This is an optimization exercise on Yosys and OpenROAD, whose aim is a short achievable clock period, not a production implementation.
Where RTL was checked, it was by simulation tests only, not by an equivalence proof against the original.
Power and IR drop assume default switching activity.

## stack_cpu
module stack_cpu
(
  input  logic        clk,
  input  logic        rst_n,
  output logic [15:0] imem_addr,
  input  logic [15:0] insn,
  output logic [15:0] dmem_addr,
  output logic [15:0] dmem_wdata,
  output logic        dmem_we,
  output logic        dmem_re,
  output logic        dmem_byte,
  input  logic [15:0] dmem_rdata
);
  logic [15:0] ip, fp, isr;
  logic [15:0] top0, top1;           
  logic [15:0] dmem_stk [16];        
  logic [4:0]  depth;                
  logic [15:0] cmem [16];            
  logic [4:0]  cptr;                 
  logic [15:0] ctop, ip2;
  assign ctop = cmem[cptr[3:0] - 4'd1];
  assign ip2  = ip + 16'd2;
  logic [3:0] op;
  logic [1:0] asel;
  logic is_lit, is_j, is_jc, is_b, is_w, is_6, is_alu, is_sys;
  assign op     = insn[15:12];
  assign asel   = insn[11:10];
  assign is_lit = insn[15];
  assign is_j   = op == 4'b0000;
  assign is_jc  = op == 4'b0001;
  assign is_b   = insn[15:13] == 3'b001 || op == 4'b0101;   
  assign is_w   = op == 4'b0100;                             
  assign is_6   = op == 4'b0110;
  assign is_alu = op == 4'b0111 && !insn[11];
  assign is_sys = op == 4'b0111 && insn[11];
  logic [15:0] tn_sum, tn_dif, tn_shl, tn_shr, t_step, alu_tn;
  logic        t_zero, tn_eq, tn_lt;
  assign tn_sum = top0 + top1;
  assign tn_dif = top0 - top1;
  assign tn_shl = top0 << top1[3:0];
  assign tn_shr = top0 >> top1[3:0];
  assign t_step = top0 + 16'd2;
  assign t_zero = top0 == 16'd0;
  assign tn_eq  = top0 == top1;
  assign tn_lt  = $signed(top0) < $signed(top1);
  always_comb
  begin
    case (insn[5:0])
      6'd0:    alu_tn = tn_sum;
      6'd1:    alu_tn = tn_dif;
      6'd2:    alu_tn = top0 & top1;
      6'd3:    alu_tn = top0 | top1;
      6'd4:    alu_tn = top0 ^ top1;
      6'd5:    alu_tn = tn_shl;
      6'd6:    alu_tn = tn_shr;
      6'd7:    alu_tn = {15'd0, tn_eq};
      6'd8:    alu_tn = {15'd0, tn_lt};
      6'd9:    alu_tn = ~top0;
      6'd10:   alu_tn = top0;
      6'd11:   alu_tn = top1;
      6'd12:   alu_tn = t_zero ? tn_sum : t_step;
      6'd13:   alu_tn = !t_zero ? tn_sum : t_step;
      default: alu_tn = 16'd0;
    endcase
  end
  logic [9:0] xb, xw;
  logic       sgn_b;
  assign xb    = insn[9:0];               
  assign xw    = {insn[9], insn[9:1]};    
  assign sgn_b = insn[9] && !is_6;        
  ...
Size in the first run: ~600 flip-flops, about 85 I/O pins, roughly 34000 µm² of cells after synthesis.
export LEC_CHECK = 0
export ABC_CLOCK_PERIOD_IN_PS = 2000
export CAP_MARGIN = 20
export CORE_MARGIN = 2
export CORE_UTILIZATION = 40
export PLACE_DENSITY = 0.6
export SETUP_SLACK_MARGIN = 5
export SLEW_MARGIN = 20
create_clock -name core_clock -period 12.5 [get_ports {clk}]
run.sh (not shown) runs the stock make flow with config.mk's settings and CLKGATE_MAP_FILE= SYNTH_SCRIPT=/design/flow/synth_recipe.tcl, a recipe that flattens the netlist after the stock synthesis.
The first run completed with no timing, DRC or antenna violations.
Change:
--- a/flow/config.mk
+++ b/flow/config.mk
@@ -13,2 +13,4 @@
 export SETUP_SLACK_MARGIN = 5
 export SLEW_MARGIN = 20
+export SYNTH_HIERARCHICAL = 1
+export SYNTH_MINIMUM_KEEP_SIZE = 0
Effect: Global-route usage went up by 1.6 points. Worst hold slack is worse by 0.043 ns. Power went up slightly. Core utilization went up by 1.4 points. Area after synthesis went up by a few percent. Final area went up by a few percent.
No run of this note included a check of the RTL's function; only the layout flow was run.


## run a
stack_cpu, a different RTL version from the one above (not shown whole).
For scale: roughly 3800 cells after synthesis, roughly 85 I/O pins, roughly 0.042 mm2 of cells after synthesis.
export LEC_CHECK = 0
export ABC_CLOCK_PERIOD_IN_PS = 2000
export CAP_MARGIN = 20
export CORE_MARGIN = 2
export CORE_UTILIZATION = 40
export GPL_ROUTABILITY_DRIVEN = 0
export PLACE_DENSITY = 0.6
export SLEW_MARGIN = 20
export SYNTH_HIERARCHICAL = 1
export SYNTH_MINIMUM_KEEP_SIZE = 0
export TNS_END_PERCENT = 10
create_clock -name core_clock -period 12.5 [get_ports {clk}]
standard.sh (not shown) runs the stock make flow with config.mk's settings and CLKGATE_MAP_FILE= SYNTH_SCRIPT=/design/flow/synth_recipe.tcl, a recipe that flattens the netlist after the stock synthesis.
==> flow/flow/run.sh <==
#!/bin/bash
set -euo pipefail
export SETUP_SLACK_MARGIN=7.5
export BUFFER_PORTS_ARGS="-buffer_cell sky130_fd_sc_hd__buf_6"
bash standard.sh > standard.log 2>&1
Run a ran to completion and came out clean on the timing, DRC and antenna checks.
## Diff of input files: run b against run a
- GPL_ROUTABILITY_DRIVEN removed (was 0)
==> run summary <==
- Run b -> run a: height of the chip delta 0, exact match
- Run b reports a higher clock-buffer cell count than run a does.
- Run a ended up with sky130_fd_sc_hd__a221oi_2 as its cell with the largest stage delay on the worst path; run b ended up with sky130_fd_sc_hd__bufbuf_16.
- Fraction of power consumed by combinational cells was lower in run b than in run a.
- Compared with run a, run b is the more power-hungry design.
No run of this note included a check of the RTL's function; only the layout flow was run.


stack_cpu, a different RTL version from the one above (not shown whole).
Size: about 3600 cells after synthesis, ~85 I/O pins, roughly 40000 µm² of cells after synthesis.
==> flow/config.mk <==
export PLATFORM = sky130hd
export DESIGN_NAME = stack_cpu
export DESIGN_NICKNAME = stack_cpu
export VERILOG_FILES = /design/flow/design.v
export SDC_FILE = /design/flow/constraint.sdc
export NUM_CORES = 4
export LEC_CHECK = 0
export ABC_CLOCK_PERIOD_IN_PS = 2000
export CAP_MARGIN = 20
export CORE_MARGIN = 2
export CORE_UTILIZATION = 40
export PLACE_DENSITY = 0.45
export SLEW_MARGIN = 20
export SYNTH_HIERARCHICAL = 1
export SYNTH_MINIMUM_KEEP_SIZE = 0
export TNS_END_PERCENT = 10
==> flow/constraint.sdc <==
create_clock -name core_clock -period 12.5 [get_ports {clk}]
set_input_delay 2.5000 -clock core_clock [delete_from_list [all_inputs] [get_ports {clk}]]
set_output_delay 2.5000 -clock core_clock [all_outputs]
set_load 0.01 [all_outputs]
Scripts as last shown in full above: flow/flow/run.sh
==> next run, changes <==
==> flow/flow/run.sh (replaced) <==
#!/bin/bash
set -euo pipefail
export SETUP_SLACK_MARGIN=6.2
export BUFFER_PORTS_ARGS="-buffer_cell sky130_fd_sc_hd__buf_6"
bash standard.sh > standard.log 2>&1
PLACE_DENSITY = 0.6   (was 0.45)
Effect:
- worst hold slack is worse by 0.0088 ns
- power falls by 2.1%
- area after synthesis stays the same
- die area stays the same
- clock-buffer cell count stays the same
- design area went down by 1.4%
- cell count came out lower by 1.1%
- setup slack gains 0.15 ns
- core utilization fell by 0.69 points
- wire length shrinks by 13%
- combinational power goes down by 8.5%
==> next run, changes <==
==> flow/flow/run.sh (replaced) <==
#!/bin/bash
set -euo pipefail
export SETUP_SLACK_MARGIN=7.5
export BUFFER_PORTS_ARGS="-buffer_cell sky130_fd_sc_hd__buf_6"
bash standard.sh > standard.log 2>&1
CORE_UTILIZATION = 55   (was 40)
PLACE_DENSITY = 0.7   (was 0.6)
Worst hold slack barely changes. First-iteration DRC count climbs by 7.8%. Count of clock-buffer cells in the layout is lower by 10. Design area hardly moves. Sequential power barely changes. Via count climbs by about 2.4%. Routed wire length decreases by 3.0%. Core utilization rises by 18 points. Fmax shrinks by about 0.8%.
==> next run, changes <==
CORE_UTILIZATION = 40   (was 55)
PLACE_DENSITY = 0.6   (was 0.7)
TNS_END_PERCENT = 100   (was 10)
Global-route usage came out lower by 8.7 points.
Setup slack is worse by 0.035 ns.
Cell area climbs by 4.8%.
Cell count grows by 8.1%.
Worst hold slack stays flat.
Sequential share of layout area came out lower by 1.7 points.
Total power went up by about 4.7%.
Via count barely changes.
Clock power increases by about 8%.
Wire length went up by 6.6%.
==> next run, changes <==
TNS_END_PERCENT = 10   (was 100)
Outcome:
- The new run ran to the end with no violations
- flip-flop and latch count stays the same
- sequential power hardly moves
- worst hold slack is better by 0.013 ns
- wire length shrinks by 1.4%
- global-route usage shrinks by 0.26 points
- die area does not change
- count of clock-buffer cells in the layout shrinks by 11
- synthesized cell count does not change
- power shrinks by 0.91%
- critical path depth shrinks by 2
- final cell count shrinks by 0.66%
==> next run, changes <==
ABC_CLOCK_PERIOD_IN_PS = 500   (was 2000)
The changed run went through all stages and came out clean.
Wire length stays the same.
Hold slack stays the same.
Cell area is unchanged.
Cell count does not change.
Non-clock buffer count stays the same.
Sequential power barely changes.
Power is unchanged.
Combinational power stays flat.
First-iteration DRC count stays the same.
Clock skew is unchanged.
Die area is unchanged.

port drivers added, routing unchanged:
In the flow no input, the clock included, has a driving cell. The finished layouts below were timed again as built, in two steps. Step 1 sets driving cells, clkbuf_16 on the clock port and buf_2 on the other inputs (assumed; they add their load-dependent delay and slew). Step 2 moves the port delays by t, midway between the first and last clock arrival at a register: inputs arrive t later, outputs are due t later. That takes back most of the time a late clock gives input paths. a / b / c = ideal / step 1 / step 2; a / b = the first two.
run	t (ns)	slack for setup (ns)	worst data-port slew with drivers (ns)
the first run of note 1	0.683	3.940 / 3.845 / 3.845	0.16
the second run of note 1	0.688	4.538 / 4.459 / 4.233	0.09
run a	0.689	5.535 / 5.248 / 5.248	0.39
run b	0.697	5.521 / 5.260 / 5.260	0.39
the first run of note 3	0.677	5.366 / 5.063 / 5.063	0.39
the second run of note 3	0.685	5.511 / 5.263 / 5.263	0.29
the third run of note 3	0.654	5.456 / 5.112 / 5.112	0.38
the fourth run of note 3	0.708	5.422 / 5.125 / 5.125	0.39
the fifth run of note 3	0.708	5.545 / 5.296 / 5.296	0.27
the sixth run of note 3	0.708	5.545 / 5.296 / 5.296	0.27
After both steps setup and hold are still met in every run listed. The setup slack of the third run of note 3, which loses most, moves by -0.344 ns with the drivers and by -0.344 ns with both steps.
